What follows belongs to an exercise in optimizing a design on an open flow for small area; a production flow would make more cautious choices. The RTL was checked by simulation tests, not by an equivalence proof against the original design. Power figures rest on the tool's default switching activity, not on a simulated workload.

===== flow/flow/run.sh =====
#!/bin/bash
# Layout flow: the standard ORFS flow, with two changes to how the
# layout is built:
#  - port buffers use the smallest buffer cell (every port is still buffered);
#  - clock tree synthesis uses clkbuf_8 leaf clusters of at most 20 sinks
#    and adds no dummy loads.
# Each tool's full output goes to a log file in the work folder.
set -euo pipefail
export BUFFER_PORTS_ARGS="-buffer_cell sky130_fd_sc_hd__buf_1"
export CTS_ARGS="-sink_clustering_enable -repair_clock_nets -dont_use_dummy_load -buf_list sky130_fd_sc_hd__clkbuf_8 -sink_clustering_size 20 -sink_clustering_max_diameter 60"
bash standard.sh synth > synth.log 2>&1
bash standard.sh finish > layout.log 2>&1

===== flow/standard.sh =====
#!/bin/bash
# synth_recipe.tcl (not shown) runs the flow's synth.tcl, then flattens the netlist and writes it again
# the make line also repeats each setting of config.mk as NAME=value (left out here)
make -C /OpenROAD-flow-scripts/flow DESIGN_CONFIG=/design/flow/config.mk WORK_HOME=/design/flow/orfs CLKGATE_MAP_FILE= SYNTH_SCRIPT=/design/flow/synth_recipe.tcl "${@:-finish}"

===== flow/config.mk =====
export PLATFORM = sky130hd
export DESIGN_NAME = freq_div_multi
export DESIGN_NICKNAME = freq_div_multi
export VERILOG_FILES = /design/flow/design.v
export SDC_FILE = /design/flow/constraint.sdc
export NUM_CORES = 4
export LEC_CHECK = 0
export CAP_MARGIN = 20
export CORE_MARGIN = 2
export CORE_UTILIZATION = 60
export SLEW_MARGIN = 20

===== flow/constraint.sdc =====
create_clock -name core_clock -period 7.0 [get_ports {i_clk}]
set_input_delay 1.4000 -clock core_clock [delete_from_list [all_inputs] [get_ports {i_clk}]]
set_output_delay 1.4000 -clock core_clock [all_outputs]
set_load 0.01 [all_outputs]

===== flow/design.v =====
package freq_div_pkg;
    localparam int unsigned CNT_W_DEF  = 32;
    localparam int unsigned MAX_CNT_W  = 64;
    localparam int unsigned MIN_PERIOD = 2;
    typedef logic [MAX_CNT_W-1:0] cnt_max_t;
    typedef enum logic [1:0] {
        CH_OFF  = 2'd0,
        CH_RUN  = 2'd1,
        CH_PEND = 2'd2
    } ch_state_e;
    function automatic logic [MAX_CNT_W-1:0] clamp_period(input logic [MAX_CNT_W-1:0] period);
        if (period < MAX_CNT_W'(MIN_PERIOD)) begin
            clamp_period = MAX_CNT_W'(MIN_PERIOD);
        end else begin
            clamp_period = period;
        end
    endfunction
endpackage
module freq_div_channel
#(
    parameter int unsigned CNT_W      = freq_div_pkg::CNT_W_DEF,
    parameter int unsigned DEF_PERIOD = 2,
    parameter int unsigned DEF_HIGH   = 1
) (
    input  logic             i_clk,
    input  logic             i_rst_n,
    input  logic             i_enable,
    input  logic             i_load,
    input  logic             i_sync,
    input  logic [CNT_W-1:0] i_period,
    input  logic [CNT_W-1:0] i_high,
    output logic             o_clk,
    output logic             o_tick,
    output logic             o_pending
);
    logic             run_q;       
    logic             pend_q;      
    logic             use_stg_q;   
    logic             dflt_q;      
    logic             clk_q, clk_d;
    logic             tick_q;
    logic [CNT_W-1:0] ncnt1_q;     
    logic [CNT_W-1:0] act_per_q;
    logic [CNT_W-1:0] act_high_q;
    logic             act_hz_q;    
    logic [CNT_W-1:0] stg_per_q;
    logic [CNT_W-1:0] stg_high_q;
    logic             stg_hz_q;    
    logic             stg_h1_q;    
    logic [CNT_W-1:0] ncnt1_dec;
    logic [CNT_W:0]   cnt_nbw;     
    logic [CNT_W-1:0] per_eff;
    logic             in_hz, in_h1;
    logic             wrap;
    logic             bnd;
    logic             apply;
    logic             take_new;
    logic             new_hz;
    always_comb begin
        cnt_nbw[0] = 1'b0;
        for (int i = 0; i < CNT_W; i++) begin
            ncnt1_dec[i] = !(ncnt1_q[i] ^ cnt_nbw[i]);
            cnt_nbw[i+1] = ncnt1_q[i] || cnt_nbw[i];
        end
        per_eff  = CNT_W'(freq_div_pkg::clamp_period(freq_div_pkg::MAX_CNT_W'(act_per_q)));
        wrap     = dflt_q ? !ncnt1_q[1] : ((per_eff & ncnt1_q) == '0);
        bnd      = !run_q || wrap || i_sync;
        apply    = !i_enable || bnd;
        take_new = apply && (i_load || pend_q);
        in_hz    = (i_high == CNT_W'(0));
        in_h1    = (i_high == CNT_W'(1));
        if (i_load && apply)
            new_hz = in_hz;
        else if (pend_q || use_stg_q)
            new_hz = stg_hz_q;
        else
            new_hz = act_hz_q && !dflt_q;
        if (!i_enable)
            clk_d = 1'b0;
        else if (bnd)
            clk_d = !new_hz;
        else if (use_stg_q)
            clk_d = clk_q && !stg_h1_q;           
        else if (dflt_q)
            clk_d = 1'b0;                         
        else
            clk_d = clk_q && ((act_high_q & ncnt1_q) != '0);
    end
    always_ff @(posedge i_clk or negedge i_rst_n) begin
        if (!i_rst_n) begin
            run_q     <= 1'b0;
            pend_q    <= 1'b0;
            use_stg_q <= 1'b0;
            dflt_q    <= 1'b1;
            clk_q     <= 1'b0;
            tick_q    <= 1'b0;
        end else begin
            run_q     <= i_enable;
            pend_q    <= i_enable && !bnd && (i_load || pend_q);
            use_stg_q <= take_new;
            dflt_q    <= dflt_q && !take_new;
            clk_q     <= clk_d;
            tick_q    <= i_enable && bnd;
        end
    end
    always_ff @(posedge i_clk) begin
        ncnt1_q <= bnd ? {{(CNT_W-1){1'b1}}, 1'b0} : ncnt1_dec;
        if (i_load) begin
            stg_per_q  <= i_period;
            stg_high_q <= i_high;
            stg_hz_q   <= in_hz;
            stg_h1_q   <= in_h1;
        end
        if (use_stg_q) begin
            act_per_q  <= stg_per_q;
            act_high_q <= stg_high_q;
            act_hz_q   <= stg_hz_q;
        end
    end
    assign o_clk     = clk_q;
    assign o_tick    = tick_q;
    assign o_pending = pend_q;
endmodule
module freq_div_multi
#(
    parameter int unsigned CHANNELS   = 4,
    parameter int unsigned CNT_W      = freq_div_pkg::CNT_W_DEF,
    parameter int unsigned DEF_PERIOD = 2,
    parameter int unsigned DEF_HIGH   = 1
) (
    input  logic                      i_clk,
    input  logic                      i_rst_n,
    input  logic [CHANNELS-1:0]       i_enable,
    input  logic [CHANNELS-1:0]       i_load,
    input  logic [CHANNELS*CNT_W-1:0] i_period,
    input  logic [CHANNELS*CNT_W-1:0] i_high,
    input  logic                      i_sync,
    output logic [CHANNELS-1:0]       o_clk,
    output logic [CHANNELS-1:0]       o_tick,
    output logic [CHANNELS-1:0]       o_pending
);
    logic sync_w;
    assign sync_w = i_sync;
    for (genvar c = 0; c < CHANNELS; c++) begin : g_ch
        freq_div_channel #(
            .CNT_W      (CNT_W),
            .DEF_PERIOD (DEF_PERIOD),
            .DEF_HIGH   (DEF_HIGH)
        ) u_ch (
            .i_clk     (i_clk),
            .i_rst_n   (i_rst_n),
            .i_enable  (i_enable[c]),
            .i_load    (i_load[c]),
            .i_sync    (sync_w),
            .i_period  (i_period[c*CNT_W +: CNT_W]),
            .i_high    (i_high[c*CNT_W +: CNT_W]),
            .o_clk     (o_clk[c]),
            .o_tick    (o_tick[c]),
            .o_pending (o_pending[c])
        );
    end
endmodule

==> flow_summary.html, run 1 <==
<table>
<tr><th>Metric</th><th>Value</th></tr>
<tr><th colspan="2">Outcome</th></tr>
<tr><td>Status</td><td>finished clean</td></tr>
<tr><th colspan="2">Placement</th></tr>
<tr><td>Post-DP HPWL</td><td>35,470 um</td></tr>
<tr><td>Number of buffers added on ports</td><td>278</td></tr>
<tr><td>Last weighted congestion value of the routability-driven placer</td><td>0.8828</td></tr>
<tr><th colspan="2">Final layout</th></tr>
<tr><td>Commonest cells after routing, fill and taps aside</td><td>edfxtp_1, buf_1, inv_1, nand2_1, dfxtp_1</td></tr>
<tr><td>Ratio of cells with drive above 1 in the final layout</td><td>0.04159</td></tr>
<tr><td>Commonest non-fill, non-tap cell in the layout</td><td>edfxtp_1</td></tr>
<tr><td>Synth-to-layout area growth</td><td>8.917%</td></tr>
<tr><td>Net count, final</td><td>2,120</td></tr>
<tr><th colspan="2">Detailed routing</th></tr>
<tr><td>Vias per cell</td><td>5.591</td></tr>
<tr><td>Iteration count of the initial detailed-routing pass</td><td>5</td></tr>
<tr><td>Number of vias after detailed routing</td><td>12,619</td></tr>
<tr><td>Antenna Nets Post-Route</td><td>0</td></tr>
<tr><td>Final Routed Wirelength</td><td>48,070 um</td></tr>
<tr><td>Wire length per cell</td><td>21.30 um</td></tr>
<tr><td>DRC violation count after routing</td><td>0</td></tr>
<tr><td>Iteration-0 DRC Markers</td><td>838</td></tr>
<tr><th colspan="2">Synthesis</th></tr>
<tr><td>Yosys top cell area share</td><td>0.6566</td></tr>
<tr><td>Netlist area before placement</td><td>23,970 um2</td></tr>
<tr><td>Largest area contributor in the synthesized netlist</td><td>edfxtp_1</td></tr>
<tr><td>Yosys warnings</td><td>1</td></tr>
<tr><td>Sequential element share of the synthesized area</td><td>0.7888</td></tr>
<tr><td>Top cells by area in the synthesized netlist</td><td>edfxtp_1, dfxtp_1, ha_1</td></tr>
<tr><td>Net count after synthesis</td><td>1,815</td></tr>
<tr><td>Gate Count Post-Synth</td><td>1,428</td></tr>
<tr><td>Post-Synthesis Mean Instance Area</td><td>16.78 um2</td></tr>
<tr><td>Distinct cells, synth</td><td>37</td></tr>
<tr><td>Count of state elements after synthesis</td><td>676</td></tr>
<tr><th colspan="2">Global route</th></tr>
<tr><td>Vias in the first global route</td><td>12,603</td></tr>
<tr><td>Pin count of the biggest net entering global routing</td><td>70</td></tr>
<tr><td>Met3 track demand over resource in global routing</td><td>0.03715</td></tr>
<tr><td>Met2 GRT Util</td><td>0.3810</td></tr>
<tr><td>Antenna violations before repair</td><td>1</td></tr>
<tr><td>Total global routing track utilization</td><td>0.2382</td></tr>
<tr><td>Wire length of the first global-routing pass</td><td>72,880 um</td></tr>
<tr><td>Remaining global-route overflow</td><td>0</td></tr>
<tr><td>Most Used Layer, Global Route</td><td>met2</td></tr>
<tr><td>Met1 Track Usage GR</td><td>0.3357</td></tr>
<tr><th colspan="2">Power</th></tr>
<tr><td>Power Total</td><td>6730 uW</td></tr>
<tr><td>Largest vdd supply drop</td><td>0.2007 mV</td></tr>
<tr><td>Ratio of total power to cell area</td><td>257.8 nW/um2</td></tr>
<tr><td>Static leakage</td><td>0.01046 uW</td></tr>
<tr><th colspan="2">Floorplan</th></tr>
<tr><td>Die Y</td><td>203.9 um</td></tr>
<tr><td>Starting Density</td><td>0.6060</td></tr>
<tr><td>Number of ports placed on the die boundary</td><td>279</td></tr>
<tr><td>Die Area</td><td>41,560 um2</td></tr>
<tr><td>Row count</td><td>73</td></tr>
<tr><td>Core Footprint</td><td>39,550 um2</td></tr>
<tr><td>X dimension of the die</td><td>203.9 um</td></tr>
<tr><th colspan="2">Timing</th></tr>
<tr><td>Time the final worst path needs with I/O delays and setup</td><td>6239 ps</td></tr>
<tr><td>Hold violation total from the final report</td><td>0</td></tr>
<tr><td>Maximum clock skew at final layout</td><td>93.19 ps</td></tr>
<tr><td>Fmax</td><td>160.3 MHz</td></tr>
<tr><td>Accumulated negative setup slack</td><td>0 ps</td></tr>
<tr><td>Portion of the clock cycle consumed by the worst path in the final layout</td><td>0.8913</td></tr>
<tr><td>Headroom to the max-slew limit</td><td>0.3668</td></tr>
<tr><td>Worst slew pin tran</td><td>949.8 ps</td></tr>
<tr><td>Setup Viol. Count Final</td><td>0</td></tr>
<tr><td>Setup repair after global routing missed its margin</td><td>false</td></tr>
<tr><td>Count of pins over their slew limit</td><td>0</td></tr>
<tr><td>Worst hold-check slack</td><td>339.8 ps</td></tr>
<tr><th colspan="2">Clock network</th></tr>
<tr><td>Register clock-pin slew on the reported worst setup and hold paths</td><td>110 ps</td></tr>
<tr><td>Cts bufs inserted</td><td>44</td></tr>
<tr><td>Insertion delay of the later-clocked pin in the worst-skew pair</td><td>660 ps</td></tr>
<tr><td>Worst-case clock buffer depth</td><td>3</td></tr>
<tr><td>Number of levels in the clock H-tree</td><td>2</td></tr>
<tr><td>Clock Sinks</td><td>676</td></tr>
<tr><td>Number of buffers inserted by post-CTS setup repair</td><td>0</td></tr>
<tr><td>Hold-fix buffers at CTS</td><td>0</td></tr>
<tr><td>Root buf cell</td><td>clkbuf_8</td></tr>
<tr><td>CTS tree</td><td>yes</td></tr>
<tr><td>Post-cts resize count</td><td>0</td></tr>
<tr><th colspan="2">Min path</th></tr>
<tr><td>Min-delay worst type</td><td>register to register</td></tr>
<tr><th colspan="2">Worst setup path</th></tr>
<tr><td>Category of the worst setup path capture point</td><td>register</td></tr>
<tr><td>Critical Path Most Common Cell</td><td>ha_1</td></tr>
<tr><td>Largest stage delay on the critical path</td><td>390 ps</td></tr>
<tr><td>Slowest cell on the critical path</td><td>dfxtp_1</td></tr>
<tr><td>Maximum fanout count along the critical path</td><td>3</td></tr>
<tr><td>CP startpoint kind</td><td>register</td></tr>
<tr><td>Critical path required time</td><td>7500 ps</td></tr>
<tr><td>Critical path start-end classification</td><td>register to register</td></tr>
<tr><td>Signal arrival time at the worst endpoint</td><td>6740 ps</td></tr>
<tr><th colspan="2">Job</th></tr>
<tr><td>Number of max-capacitance violations reported</td><td>0</td></tr>
</table>
-- flip-flops by register name, indices dropped and copies added, names as in the netlist, 128 cells and up --
signal and flops:
g_ch.u_ch.stg_high_q 128, g_ch.u_ch.stg_per_q 128, g_ch.u_ch.act_per_q 128, g_ch.u_ch.ncnt1_q 128
g_ch.u_ch.act_high_q 128
-- worst max-delay path: cells and delay by family, from the launching register on --
kind                       cells  cell delay, ps
buffers and inverters          1              70
DFF                            1             390
xor gates and xnor gates       1             140
and+or+nand+nor                1              60
adders and majority gates     30            5450
-- metal layers --
| metal | up-vias | wire, um | part of all wire |
|---|---|---|---|
| met5 | - | 0 | 0 |
| met4 | 0 | 1501 | 0.031 |
| met2 | 409 | 22870 | 0.48 |
| met1 | 6144 | 20790 | 0.43 |
| met3 | 90 | 2908 | 0.060 |
| li1 | 5976 | - | - |
-- report_power, final --
group          internal (uW)  total, uW  switching (uW)
Clock                    567       1670            1100
Sequential              4640       4770             126
Combinational           96.5        295             199
-- kinds of logic after synthesis --
group,synth area share
AO/OA/AOI/OAI,0.05325
XOR/XNOR,0.001462
adder cells (fa/ha/maj),0.06265
buffers and inverters,0.03148
flip-flops,0.7888
multiplexers,0.001671
AND/OR/NAND/NOR,0.06072
-- metrics by stage --
stage	util	cell area, um2	setup slack, ps	cells
after floorplan	-	23970	1170	1428
after global placement	0.6442	25480	865.9	2211
after detailed placement	0.6446	25490	711.3	2212
after CTS	0.6599	26100	706.5	2256
after global routing	0.6599	26100	387.7	2256
final	0.6600	26100	761.2	2257
-- Yosys cell counts --
library cell  instances
dfrtp_1              20
buf_4                15
a221oi_1             19
or2_2                 3
a22o_1               19
dfxtp_1             128
and4_1                1
and2_1                4
nor4_1               56
nand2_1             132
nor3b_1               4
nand4_1              35
a22oi_1              82
buf_6                13
ha_1                120
mux2i_1               4
a21oi_1               6
o31a_1                4
dfstp_2               4
a222oi_1              4
o31ai_1               4
nand2b_1              4
edfxtp_1            524
nor2_1               23
a21boi_0              2
nand3_1               3
a2111oi_2             1
a2111oi_1             1
nor3_1               20
or2_1                 3
o21a_1                4
o41ai_1               4
a2111oi_0             2
inv_1               132
o21ai_0              14
xnor2_1               4
nor2b_1              10
-- final timing paths --
path | start | end | slack, ps | cells past startpoint
setup / recovery | g_ch[0].u_ch.ncnt1_q[0] | g_ch[0].u_ch.ncnt1_q[31] | 760 | 33
setup reg to reg | g_ch[0].u_ch.ncnt1_q[0] | g_ch[0].u_ch.ncnt1_q[31] | 760 | 33
min in group asynchronous | i_rst_n | g_ch[2].u_ch.tick_q | 760 | 1
max in group asynchronous | i_rst_n | g_ch[1].u_ch.use_stg_q | 5660 | 1
hold / removal | g_ch[0].u_ch.stg_high_q[27] | g_ch[0].u_ch.act_high_q[27] | 340 | 0
hold reg to reg | g_ch[0].u_ch.stg_high_q[27] | g_ch[0].u_ch.act_high_q[27] | 340 | 0
-- final cells by class --
class	instances	area (um2)
Fill cell	2843	13450
Antenna cell	1	2.502
Clock buffer	44	605.6
Timing Repair Buffer	287	1125
Tap cell	525	656.9
Multi-Input combinational cell	592	4309
Inverter	132	495.5
Sequential cell	676	18910
==> run 2, diff against run 1 <==
--- a/flow/design.v
+++ b/flow/design.v
@@ -65,3 +65,3 @@
         per_eff  = CNT_W'(freq_div_pkg::clamp_period(freq_div_pkg::MAX_CNT_W'(act_per_q)));
-        wrap     = dflt_q ? !ncnt1_q[1] : ((per_eff & ncnt1_q) == '0);
+        wrap     = dflt_q ? !ncnt1_q[1] : (!use_stg_q && ((per_eff & ncnt1_q) == '0));
         bnd      = !run_q || wrap || i_sync;
==> flow/flow/run.sh (replaced) <==
#!/bin/bash
# Layout flow: the standard ORFS flow, with two changes to how the
# layout is built:
#  - port buffers use the smallest buffer cell (every port is still buffered);
#  - clock tree synthesis uses clkbuf_8 leaf clusters of at most 16 sinks
#    and adds no dummy loads.
# Each tool's full output goes to a log file in the work folder.
set -euo pipefail
export BUFFER_PORTS_ARGS="-buffer_cell sky130_fd_sc_hd__buf_1"
export CTS_ARGS="-sink_clustering_enable -repair_clock_nets -dont_use_dummy_load -buf_list sky130_fd_sc_hd__clkbuf_8 -sink_clustering_size 16 -sink_clustering_max_diameter 60"
bash standard.sh synth > synth.log 2>&1
bash standard.sh finish > layout.log 2>&1
==> flow_summary.html, run 2 <==
<table>
<tr><th>Metric</th><th>Value</th></tr>
<tr><th colspan="2">Detailed routing</th></tr>
<tr><td>Number of vias after detailed routing</td><td>12,722 (+0.82%)</td></tr>
<tr><td>Iteration count of the initial detailed-routing pass</td><td>5 (unchanged)</td></tr>
<tr><td>Iteration-0 DRC Markers</td><td>1,053 (+26%)</td></tr>
<tr><td>Vias per cell</td><td>5.604 (+0.24%)</td></tr>
<tr><td>Final Routed Wirelength</td><td>48,650 um (+1.2%)</td></tr>
<tr><td>Wire length per cell</td><td>21.43 um (+0.63%)</td></tr>
<tr><td>DRC violation count after routing</td><td>0 (unchanged)</td></tr>
<tr><td>Antenna Nets Post-Route</td><td>0 (unchanged)</td></tr>
<tr><th colspan="2">Synthesis</th></tr>
<tr><td>Distinct cells, synth</td><td>35 (-5.4%)</td></tr>
<tr><td>Commonest register cell after synthesis</td><td>edfxtp_1</td></tr>
<tr><td>Multiplexer share of the synthesized area</td><td>0.003308 (+0.001638)</td></tr>
<tr><td>Yosys warnings</td><td>1 (unchanged)</td></tr>
<tr><td>Dominant combinational cell family by area after synthesis</td><td>simple AND/OR/NAND/NOR gates</td></tr>
<tr><td>Top cells by area in the synthesized netlist</td><td>edfxtp_1, dfxtp_1, ha_1</td></tr>
<tr><td>Adder-cell share of the synthesized area</td><td>0.06203 (-0.0006186)</td></tr>
<tr><td>Count of state elements after synthesis</td><td>676 (unchanged)</td></tr>
<tr><td>Xor-xnor portion of the synthesized cell area</td><td>0.001447 (-0.00001443)</td></tr>
<tr><td>Sequential element share of the synthesized area</td><td>0.7810 (-0.007788)</td></tr>
<tr><td>Area fraction in compound gates after synthesis</td><td>0.05231 (-0.0009393)</td></tr>
<tr><td>Net count after synthesis</td><td>1,819 (+0.22%)</td></tr>
<tr><td>Proportion of register bits with asynchronous set or reset after synthesis</td><td>0.03550 (unchanged)</td></tr>
<tr><td>Largest area contributor in the synthesized netlist</td><td>edfxtp_1</td></tr>
<tr><td>Share of synthesized cell area in and, or, nand and nor gates</td><td>0.06782 (+0.007103)</td></tr>
<tr><td>Post-Synthesis Mean Instance Area</td><td>16.90 um2 (+0.72%)</td></tr>
<tr><td>Number of flops mapped to enable cells by yosys</td><td>524 (unchanged)</td></tr>
<tr><td>Top cell types by occurrence after synthesis</td><td>edfxtp_1, inv_1, dfxtp_1</td></tr>
<tr><td>Netlist area before placement</td><td>24,200 um2 (+1.0%)</td></tr>
<tr><td>Most repeated cell in the gate-level netlist after synthesis</td><td>edfxtp_1</td></tr>
<tr><td>Yosys top cell area share</td><td>0.6501 (-0.006483)</td></tr>
<tr><td>Gate Count Post-Synth</td><td>1,432 (+0.28%)</td></tr>
<tr><th colspan="2">Timing</th></tr>
<tr><td>Portion of the clock cycle consumed by the worst path in the final layout</td><td>0.8928 (+0.001587)</td></tr>
<tr><td>Least setup slack across all paths after layout</td><td>750.1 ps (-11.11 ps)</td></tr>
<tr><td>Time the final worst path needs with I/O delays and setup</td><td>6250 ps (+11.11 ps)</td></tr>
<tr><td>Maximum clock skew at final layout</td><td>32.64 ps (-60.55 ps)</td></tr>
<tr><td>Hold violation total from the final report</td><td>0 (unchanged)</td></tr>
<tr><td>Setup Viol. Count Final</td><td>0 (unchanged)</td></tr>
<tr><td>Count of pins over their slew limit</td><td>0 (unchanged)</td></tr>
<tr><td>Worst slew pin tran</td><td>900.8 ps (-49.01 ps)</td></tr>
<tr><td>Headroom to the max-slew limit</td><td>0.3995 (+0.03268)</td></tr>
<tr><td>Setup repair after global routing missed its margin</td><td>false</td></tr>
<tr><td>Accumulated negative setup slack</td><td>0 ps (unchanged)</td></tr>
<tr><td>Fmax</td><td>160.0 MHz (-0.18%)</td></tr>
<tr><th colspan="2">Floorplan</th></tr>
<tr><td>Die Y</td><td>204.9 um (+0.49%)</td></tr>
<tr><td>Row count</td><td>73 (unchanged)</td></tr>
<tr><td>Core Footprint</td><td>39,730 um2 (+0.46%)</td></tr>
<tr><td>X dimension of the die</td><td>204.9 um (+0.49%)</td></tr>
<tr><td>Starting Density</td><td>0.6092 (+0.003229)</td></tr>
<tr><td>Die Area</td><td>41,960 um2 (+0.98%)</td></tr>
<tr><td>Number of ports placed on the die boundary</td><td>279 (unchanged)</td></tr>
<tr><th colspan="2">Power</th></tr>
<tr><td>Largest vdd supply drop</td><td>0.2185 mV (+8.8%)</td></tr>
<tr><td>Power Total</td><td>6865 uW (+2.0%)</td></tr>
<tr><td>Ratio of total power to cell area</td><td>260.0 nW/um2 (+0.84%)</td></tr>
<tr><td>Static leakage</td><td>0.01064 uW (+1.8%)</td></tr>
<tr><th colspan="2">Final layout</th></tr>
<tr><td>Net count, final</td><td>2,132 (+0.57%)</td></tr>
<tr><td>Commonest non-fill, non-tap cell in the layout</td><td>edfxtp_1</td></tr>
<tr><td>Commonest cells after routing, fill and taps aside</td><td>edfxtp_1, buf_1, inv_1, dfxtp_1, ha_1</td></tr>
<tr><td>Synth-to-layout area growth</td><td>9.088%</td></tr>
<tr><td>Post-layout utilization of the core</td><td>0.6646 (+0.004555)</td></tr>
<tr><td>Fillcell total</td><td>2,806 (-1.3%)</td></tr>
<tr><td>Area taken by multi-input logic gates</td><td>4524 um2 (+5.0%)</td></tr>
<tr><td>Ratio of cells with drive above 1 in the final layout</td><td>0.06999 (+0.02840)</td></tr>
<tr><td>Seq. cell area</td><td>18,910 um2 (unchanged)</td></tr>
<tr><th colspan="2">Clock network</th></tr>
<tr><td>CTS tree</td><td>yes</td></tr>
<tr><td>Number of levels in the clock H-tree</td><td>2 (unchanged)</td></tr>
<tr><td>Clock Sinks</td><td>676 (unchanged)</td></tr>
<tr><td>Worst-case clock buffer depth</td><td>3 (unchanged)</td></tr>
<tr><td>Cts bufs inserted</td><td>49 (+11%)</td></tr>
<tr><td>Post-cts resize count</td><td>0 (unchanged)</td></tr>
<tr><td>Hold-fix buffers at CTS</td><td>0 (unchanged)</td></tr>
<tr><td>Number of buffers inserted by post-CTS setup repair</td><td>0 (unchanged)</td></tr>
<tr><td>Insertion delay of the later-clocked pin in the worst-skew pair</td><td>660 ps (about the same)</td></tr>
<tr><td>Register clock-pin slew on the reported worst setup and hold paths</td><td>100 ps (about the same)</td></tr>
<tr><td>Root buf cell</td><td>clkbuf_8</td></tr>
<tr><th colspan="2">Worst setup path</th></tr>
<tr><td>Critical path start-end classification</td><td>register to register</td></tr>
<tr><td>Category of the worst setup path capture point</td><td>register</td></tr>
<tr><td>Cell family with the largest share of critical-path delay</td><td>adder cells</td></tr>
<tr><td>Maximum fanout count along the critical path</td><td>4 (+1)</td></tr>
<tr><td>Slowest cell on the critical path</td><td>dfxtp_1</td></tr>
<tr><td>Buffers and inverters on the worst path</td><td>1 (unchanged)</td></tr>
<tr><td>Flop2flop setup slack</td><td>750 ps (about the same)</td></tr>
<tr><td>Critical path required time</td><td>7530 ps (+30 ps)</td></tr>
<tr><td>Largest stage delay on the critical path</td><td>390 ps (about the same)</td></tr>
<tr><td>Signal arrival time at the worst endpoint</td><td>6780 ps (+40 ps)</td></tr>
<tr><td>CP startpoint kind</td><td>register</td></tr>
<tr><td>Critical Path Most Common Cell</td><td>ha_1</td></tr>
<tr><th colspan="2">Placement</th></tr>
<tr><td>Post-Place Worst Slack</td><td>752.9 ps (+41.52 ps)</td></tr>
<tr><td>Last weighted congestion value of the routability-driven placer</td><td>0.8732 (-1.1%)</td></tr>
<tr><td>Number of buffers added on ports</td><td>278 (unchanged)</td></tr>
<tr><td>Post-DP HPWL</td><td>35,490 um (about the same)</td></tr>
<tr><th colspan="2">Global route</th></tr>
<tr><td>Met2 GRT Util</td><td>0.3678 (-0.01319)</td></tr>
<tr><td>Wire length of the first global-routing pass</td><td>72,960 um (+0.11%)</td></tr>
<tr><td>Pin count of the biggest net entering global routing</td><td>72 (+2.9%)</td></tr>
<tr><td>Total global routing track utilization</td><td>0.2368 (-0.001381)</td></tr>
<tr><td>Most Used Layer, Global Route</td><td>met2</td></tr>
<tr><td>Remaining global-route overflow</td><td>0 (unchanged)</td></tr>
<tr><td>Met3 track demand over resource in global routing</td><td>0.04057 (+0.003417)</td></tr>
<tr><td>Antenna violations before repair</td><td>1 (unchanged)</td></tr>
<tr><td>Vias in the first global route</td><td>12,573 (-0.24%)</td></tr>
<tr><td>Met1 Track Usage GR</td><td>0.3409 (+0.005107)</td></tr>
<tr><th colspan="2">Job</th></tr>
<tr><td>Number of max-capacitance violations reported</td><td>0 (unchanged)</td></tr>
<tr><th colspan="2">Min path</th></tr>
<tr><td>Min-delay worst type</td><td>register to register</td></tr>
<tr><th colspan="2">Outcome</th></tr>
<tr><td>Status</td><td>finished clean</td></tr>
</table>
[run 2: cell count changes in the layout (fill, tap and decap cells not counted), sizes merged, moves of 6 or more]
cell,before,now
a22o,19,4
a221oi,19,4
clkbuf,48,54
nand3,3,16
a22oi,82,112
nor2b,10,0
inv,132,140
or4,0,8
or2,6,0
o21ai,14,4
a21oi,6,12
[run 2: per-layer routing]
metal  wire length [um]  share of wire
met5                  0              0
met4               1550          0.032
met3               3227          0.066
met2              22580           0.46
met1              21300           0.44
[run 2: power by group]
part / leakage, uW / switching [uW] / internal (uW) / total [uW]
combinational: 0.00386 / 225 / 106 / 330
sequential: 0.00643 / 131 / 4660 / 4790
clock: 0.000352 / 1120 / 627 / 1750
[run 2: area by class of cell]
type | instances | area share
Sequential cell | 676 | 0.7161
Tap cell | 525 | 0.02488
Inverter | 140 | 0.01990
Clock buffer | 49 | 0.02554
Antenna cell | 2 | 0.0001895
Multi-Input combinational cell | 592 | 0.1713
Timing Repair Buffer | 286 | 0.04203
[run 2: final timing paths]
path / from / cells past startpoint / end
worst max-delay path: g_ch[0].u_ch.ncnt1_q[0] / 33 / g_ch[0].u_ch.ncnt1_q[31]
worst min-delay path: g_ch[2].u_ch.stg_high_q[24] / 0 / g_ch[2].u_ch.act_high_q[24]
worst max register to register: g_ch[0].u_ch.ncnt1_q[0] / 33 / g_ch[0].u_ch.ncnt1_q[31]
worst min register to register: g_ch[2].u_ch.stg_high_q[24] / 0 / g_ch[2].u_ch.act_high_q[24]
max in group asynchronous: i_rst_n / 1 / g_ch[2].u_ch.use_stg_q
min in group asynchronous: i_rst_n / 1 / g_ch[2].u_ch.clk_q
[run 2: cell families (layout without fill, tap and decap cells)]
kind of cell,count (synthesis),in the layout
XOR/XNOR,4,4
other,0,2
multiplexers,8,8
adder cells (fa/ha/maj),120,120
AND/OR/NAND/NOR,304,304
buffers and inverters,164,475
flip-flops,676,676
AO/OA/AOI/OAI,156,156
[run 2: through the flow]
step	instance area (um2)	std cells	hold slack (ps)
5_1_grt	26400	2269	416.5
3_5_place_dp	25720	2219	404.5
2_1_floorplan	24200	1432	400.3
6_report	26400	2270	407.4
4_1_cts	26400	2268	406.1
3_3_place_gp	25720	2219	400.1
==> run 3, diff against run 2 <==
--- a/flow/design.v
+++ b/flow/design.v
@@ -50,3 +50,3 @@
     logic [CNT_W-1:0] ncnt1_dec;
-    logic [CNT_W:0]   cnt_nbw;     
+    logic [CNT_W:0]   cnt_bw;      
     logic [CNT_W-1:0] per_eff;
@@ -59,9 +59,9 @@
     always_comb begin
-        cnt_nbw[0] = 1'b0;
+        cnt_bw[0] = 1'b1;
         for (int i = 0; i < CNT_W; i++) begin
-            ncnt1_dec[i] = !(ncnt1_q[i] ^ cnt_nbw[i]);
-            cnt_nbw[i+1] = ncnt1_q[i] || cnt_nbw[i];
+            ncnt1_dec[i] = ncnt1_q[i] ^ cnt_bw[i];
+            cnt_bw[i+1]  = !ncnt1_q[i] && cnt_bw[i];
         end
         per_eff  = CNT_W'(freq_div_pkg::clamp_period(freq_div_pkg::MAX_CNT_W'(act_per_q)));
-        wrap     = dflt_q ? !ncnt1_q[1] : (!use_stg_q && ((per_eff & ncnt1_q) == '0));
+        wrap     = dflt_q ? !ncnt1_q[1] : ((per_eff & ncnt1_q) == '0);
         bnd      = !run_q || wrap || i_sync;
==> flow/flow/run.sh (replaced) <==
#!/bin/bash
# Layout flow: the standard ORFS flow, with two changes to how the
# layout is built:
#  - port buffers use the smallest buffer cell (every port is still buffered);
#  - clock tree synthesis uses clkbuf_16 leaf clusters of at most 25 sinks
#    and adds no dummy loads.
# Each tool's full output goes to a log file in the work folder.
set -euo pipefail
export BUFFER_PORTS_ARGS="-buffer_cell sky130_fd_sc_hd__buf_1"
export CTS_ARGS="-sink_clustering_enable -repair_clock_nets -dont_use_dummy_load -buf_list sky130_fd_sc_hd__clkbuf_16 -sink_clustering_size 25 -sink_clustering_max_diameter 100"
bash standard.sh synth > synth.log 2>&1
bash standard.sh finish > layout.log 2>&1
==> flow_summary.html, run 3 <==
<table>
<tr><th>Metric</th><th>Value</th></tr>
<tr><th colspan="2">Floorplan</th></tr>
<tr><td>Starting Density</td><td>0.6107 (+0.001551)</td></tr>
<tr><td>Die Area</td><td>42,350 um2 (+0.92%)</td></tr>
<tr><td>Number of ports placed on the die boundary</td><td>279 (unchanged)</td></tr>
<tr><td>Die Y</td><td>205.8 um (+0.46%)</td></tr>
<tr><td>Core Footprint</td><td>40,010 um2 (+0.69%)</td></tr>
<tr><td>X dimension of the die</td><td>205.8 um (+0.46%)</td></tr>
<tr><td>Row count</td><td>73 (unchanged)</td></tr>
<tr><th colspan="2">Timing</th></tr>
<tr><td>Count of pins over their slew limit</td><td>0 (unchanged)</td></tr>
<tr><td>Maximum clock skew at final layout</td><td>60.76 ps (+28.11 ps)</td></tr>
<tr><td>Portion of the clock cycle consumed by the worst path in the final layout</td><td>0.8928 (about the same)</td></tr>
<tr><td>Worst slew pin tran</td><td>997.0 ps (+96.21 ps)</td></tr>
<tr><td>Headroom to the max-slew limit</td><td>0.3354 (-0.06414)</td></tr>
<tr><td>Setup repair after global routing missed its margin</td><td>false</td></tr>
<tr><td>Setup Viol. Count Final</td><td>0 (unchanged)</td></tr>
<tr><td>Time the final worst path needs with I/O delays and setup</td><td>6250 ps (-0.2410 ps)</td></tr>
<tr><td>Hold violation total from the final report</td><td>0 (unchanged)</td></tr>
<tr><td>Accumulated negative setup slack</td><td>0 ps (unchanged)</td></tr>
<tr><td>Fmax</td><td>160.0 MHz (about the same)</td></tr>
<tr><th colspan="2">Detailed routing</th></tr>
<tr><td>DRC violation count after routing</td><td>0 (unchanged)</td></tr>
<tr><td>Vias per cell</td><td>5.664 (+1.1%)</td></tr>
<tr><td>Final Routed Wirelength</td><td>48,190 um (-0.94%)</td></tr>
<tr><td>Wire length per cell</td><td>21.46 um (+0.12%)</td></tr>
<tr><td>Iteration count of the initial detailed-routing pass</td><td>7 (+2)</td></tr>
<tr><td>Antenna Nets Post-Route</td><td>0 (unchanged)</td></tr>
<tr><td>Number of vias after detailed routing</td><td>12,721 (-0.0079%)</td></tr>
<tr><td>Iteration-0 DRC Markers</td><td>1,065 (+1.1%)</td></tr>
<tr><th colspan="2">Synthesis</th></tr>
<tr><td>Most repeated cell in the gate-level netlist after synthesis</td><td>edfxtp_1</td></tr>
<tr><td>Sequential element share of the synthesized area</td><td>0.7737 (-0.007319)</td></tr>
<tr><td>Proportion of register bits with asynchronous set or reset after synthesis</td><td>0.03550 (unchanged)</td></tr>
<tr><td>Number of flops mapped to enable cells by yosys</td><td>524 (unchanged)</td></tr>
<tr><td>Top cell types by occurrence after synthesis</td><td>edfxtp_1, inv_1, dfxtp_1</td></tr>
<tr><td>Commonest register cell after synthesis</td><td>edfxtp_1</td></tr>
<tr><td>Netlist area before placement</td><td>24,430 um2 (+0.95%)</td></tr>
<tr><td>Yosys warnings</td><td>1 (unchanged)</td></tr>
<tr><td>Distinct cells, synth</td><td>40 (+14%)</td></tr>
<tr><td>Gate Count Post-Synth</td><td>1,431 (-0.070%)</td></tr>
<tr><td>Top cells by area in the synthesized netlist</td><td>edfxtp_1, dfxtp_1, ha_1</td></tr>
<tr><td>Net count after synthesis</td><td>1,818 (-0.055%)</td></tr>
<tr><td>Yosys top cell area share</td><td>0.6440 (-0.006092)</td></tr>
<tr><td>Count of state elements after synthesis</td><td>676 (unchanged)</td></tr>
<tr><td>Post-Synthesis Mean Instance Area</td><td>17.07 um2 (+1.0%)</td></tr>
<tr><td>Largest area contributor in the synthesized netlist</td><td>edfxtp_1</td></tr>
<tr><th colspan="2">Job</th></tr>
<tr><td>Number of max-capacitance violations reported</td><td>0 (unchanged)</td></tr>
<tr><th colspan="2">Final layout</th></tr>
<tr><td>Non-filler cells, final</td><td>2,246 (-1.1%)</td></tr>
<tr><td>Synth-to-layout area growth</td><td>8.982% (about the same)</td></tr>
<tr><td>Commonest non-fill, non-tap cell in the layout</td><td>edfxtp_1</td></tr>
<tr><td>Final cell area excluding filler cells</td><td>26,630 um2 (+0.85%)</td></tr>
<tr><td>Antenna Diode Count</td><td>0 (-2)</td></tr>
<tr><td>Net count, final</td><td>2,110 (-1.0%)</td></tr>
<tr><td>Commonest cells after routing, fill and taps aside</td><td>edfxtp_1, buf_1, inv_1, dfxtp_1</td></tr>
<tr><td>Fillcell total</td><td>2,820 (+0.50%)</td></tr>
<tr><td>Ratio of cells with drive above 1 in the final layout</td><td>0.1127 (+0.04273)</td></tr>
<tr><th colspan="2">Worst setup path</th></tr>
<tr><td>Critical path start-end classification</td><td>register to register</td></tr>
<tr><td>Maximum fanout count along the critical path</td><td>3 (-1)</td></tr>
<tr><td>Largest stage delay on the critical path</td><td>370 ps (-20 ps)</td></tr>
<tr><td>Signal arrival time at the worst endpoint</td><td>6720 ps (-60 ps)</td></tr>
<tr><td>Critical Path Most Common Cell</td><td>ha_1</td></tr>
<tr><td>Critical path required time</td><td>7470 ps (-60 ps)</td></tr>
<tr><td>Category of the worst setup path capture point</td><td>register</td></tr>
<tr><td>Slowest cell on the critical path</td><td>dfxtp_1</td></tr>
<tr><td>CP startpoint kind</td><td>register</td></tr>
<tr><th colspan="2">Clock network</th></tr>
<tr><td>Insertion delay of the later-clocked pin in the worst-skew pair</td><td>610 ps (-50 ps)</td></tr>
<tr><td>Hold-fix buffers at CTS</td><td>0 (unchanged)</td></tr>
<tr><td>Worst-case clock buffer depth</td><td>3 (unchanged)</td></tr>
<tr><td>Post-cts resize count</td><td>0 (unchanged)</td></tr>
<tr><td>Number of buffers inserted by post-CTS setup repair</td><td>0 (unchanged)</td></tr>
<tr><td>Register clock-pin slew on the reported worst setup and hold paths</td><td>100 ps (about the same)</td></tr>
<tr><td>CTS tree</td><td>yes</td></tr>
<tr><td>Clock Sinks</td><td>676 (unchanged)</td></tr>
<tr><td>Number of levels in the clock H-tree</td><td>1 (-1)</td></tr>
<tr><td>Root buf cell</td><td>clkbuf_16</td></tr>
<tr><td>Cts bufs inserted</td><td>31 (-37%)</td></tr>
<tr><th colspan="2">Global route</th></tr>
<tr><td>Antenna violations before repair</td><td>1 (unchanged)</td></tr>
<tr><td>Pin count of the biggest net entering global routing</td><td>70 (-2.8%)</td></tr>
<tr><td>Remaining global-route overflow</td><td>0 (unchanged)</td></tr>
<tr><td>Vias in the first global route</td><td>12,472 (-0.80%)</td></tr>
<tr><td>Total global routing track utilization</td><td>0.2312 (-0.005564)</td></tr>
<tr><td>Wire length of the first global-routing pass</td><td>72,270 um (-0.95%)</td></tr>
<tr><th colspan="2">Placement</th></tr>
<tr><td>Post-Place Cell Area</td><td>25,850 um2 (+0.50%)</td></tr>
<tr><td>Cell Count Post-Placement</td><td>2,215 (-0.18%)</td></tr>
<tr><td>Number of buffers added on ports</td><td>278 (unchanged)</td></tr>
<tr><td>Last weighted congestion value of the routability-driven placer</td><td>0.8747 (+0.17%)</td></tr>
<tr><td>Post-DP HPWL</td><td>35,890 um (+1.1%)</td></tr>
<tr><th colspan="2">Outcome</th></tr>
<tr><td>Status</td><td>finished clean</td></tr>
<tr><th colspan="2">Power</th></tr>
<tr><td>Static leakage</td><td>0.01063 uW (-0.11%)</td></tr>
<tr><td>Ratio of total power to cell area</td><td>261.2 nW/um2 (+0.47%)</td></tr>
<tr><td>Largest vdd supply drop</td><td>0.2437 mV (+12%)</td></tr>
<tr><th colspan="2">Min path</th></tr>
<tr><td>Min-delay worst type</td><td>register to register</td></tr>
</table>
==> run 3: final timing paths <==
path	start	to	slack, ps	cells after the start
setup / recovery	g_ch[0].u_ch.ncnt1_q[0]	g_ch[0].u_ch.ncnt1_q[31]	750	33
hold reg to reg	g_ch[1].u_ch.stg_high_q[25]	g_ch[1].u_ch.act_high_q[25]	420	0
max in group asynchronous	i_rst_n	g_ch[0].u_ch.use_stg_q	5670	1
setup reg to reg	g_ch[0].u_ch.ncnt1_q[0]	g_ch[0].u_ch.ncnt1_q[31]	750	33
min in group asynchronous	i_rst_n	g_ch[2].u_ch.use_stg_q	830	1
hold / removal	g_ch[1].u_ch.stg_high_q[25]	g_ch[1].u_ch.act_high_q[25]	420	0
==> run 3: kinds of logic (layout without fill, tap and decap cells) <==
logic type               after synthesis  after routing  share of synthesized area
AO/OA/AOI/OAI                        167            167                    0.05274
adder cells (fa/ha/maj)              120            120                    0.06145
buffers and inverters                160            450                    0.03503
XOR/XNOR                               4              4                   0.001434
flip-flops                           676            676                     0.7737
multiplexers                           4              4                   0.001639
AND/OR/NAND/NOR                      300            300                    0.07405
==> run 3: power by group <==
group / switching (uW) / internal (uW) / leakage (uW)
combinational: 210 / 97.9 / 0.00382
clock: 1100 / 787 / 0.000382
sequential: 123 / 4640 / 0.00643
total: 1430 / 5530 / 0.0106
==> run 3: per-stage QoR <==
step	worst slack, ps	power [uW]	hold WS, ps	utilization
finish	750.3	6956	416.7	0.6656
global route	416.0	7212	426.5	0.6656
CTS	725.4	7022	420.7	0.6656
detailed placement	740.0	5166	404.5	0.6462
global placement	861.1	5159	401.7	0.6462
floorplan	1135	4974	400.3	-
==> run 3: layout make-up <==
class / count / area (um2) / share of cell area
Sequential cell: 676 / 18910 / 0.7101
Multi-Input combinational cell: 595 / 4674 / 0.1755
Inverter: 132 / 495.5 / 0.01861
Clock buffer: 31 / 775.7 / 0.02913
Tap cell: 525 / 656.9 / 0.02467
Timing Repair Buffer: 287 / 1117 / 0.04196
==> run 3: worst max-delay path, delay by kind of cell (launching register included) <==
kind | cells | cell delay [ps]
buffers and inverters | 1 | 70
XOR/XNOR | 1 | 170
AND/OR/NAND/NOR | 1 | 60
flip-flops | 1 | 370
adder cells (fa/ha/maj) | 30 | 5460
==> run 3: routing by layer <==
metal | routed length [um] | track usage | up-vias | part of all wire
met2 | 22390 | 0.3646 | 448 | 0.46
met5 | 15 | 0 | - | 0.00031
met3 | 3161 | 0.03627 | 88 | 0.066
li1 | - | - | 5968 | -
met1 | 20970 | 0.3352 | 6215 | 0.44
met4 | 1651 | 0.07347 | 2 | 0.034

## separate check: timing with driven ports
The results above use ideal ports. As a check the final layouts listed here were re-extracted and re-timed, cells and wires unchanged.
Step 1 assumes that a clkbuf_16 drives the clock port and a buf_2 every other input.
Step 2, shift: input delay + t, output delay - t, t = (earliest + latest rising clock arrival at the registers) / 2. This alone moves slack from input paths to output paths.
Three values: no drivers, after step 1, after step 2; two values: the first two.
run	t (ns)	slack for setup (ns)	hold slack, ns	worst setup path after step 2
run 1	0.669	0.761 / 0.761 / 0.761	0.340 / 0.340 / 0.340	register to register
run 2	0.696	0.750 / 0.750 / 0.750	0.407 / 0.407 / 0.407	register to register
run 3	0.637	0.750 / 0.750 / 0.750	0.417 / 0.417 / 0.417	register to register
After both steps setup and hold are still met in every run listed.
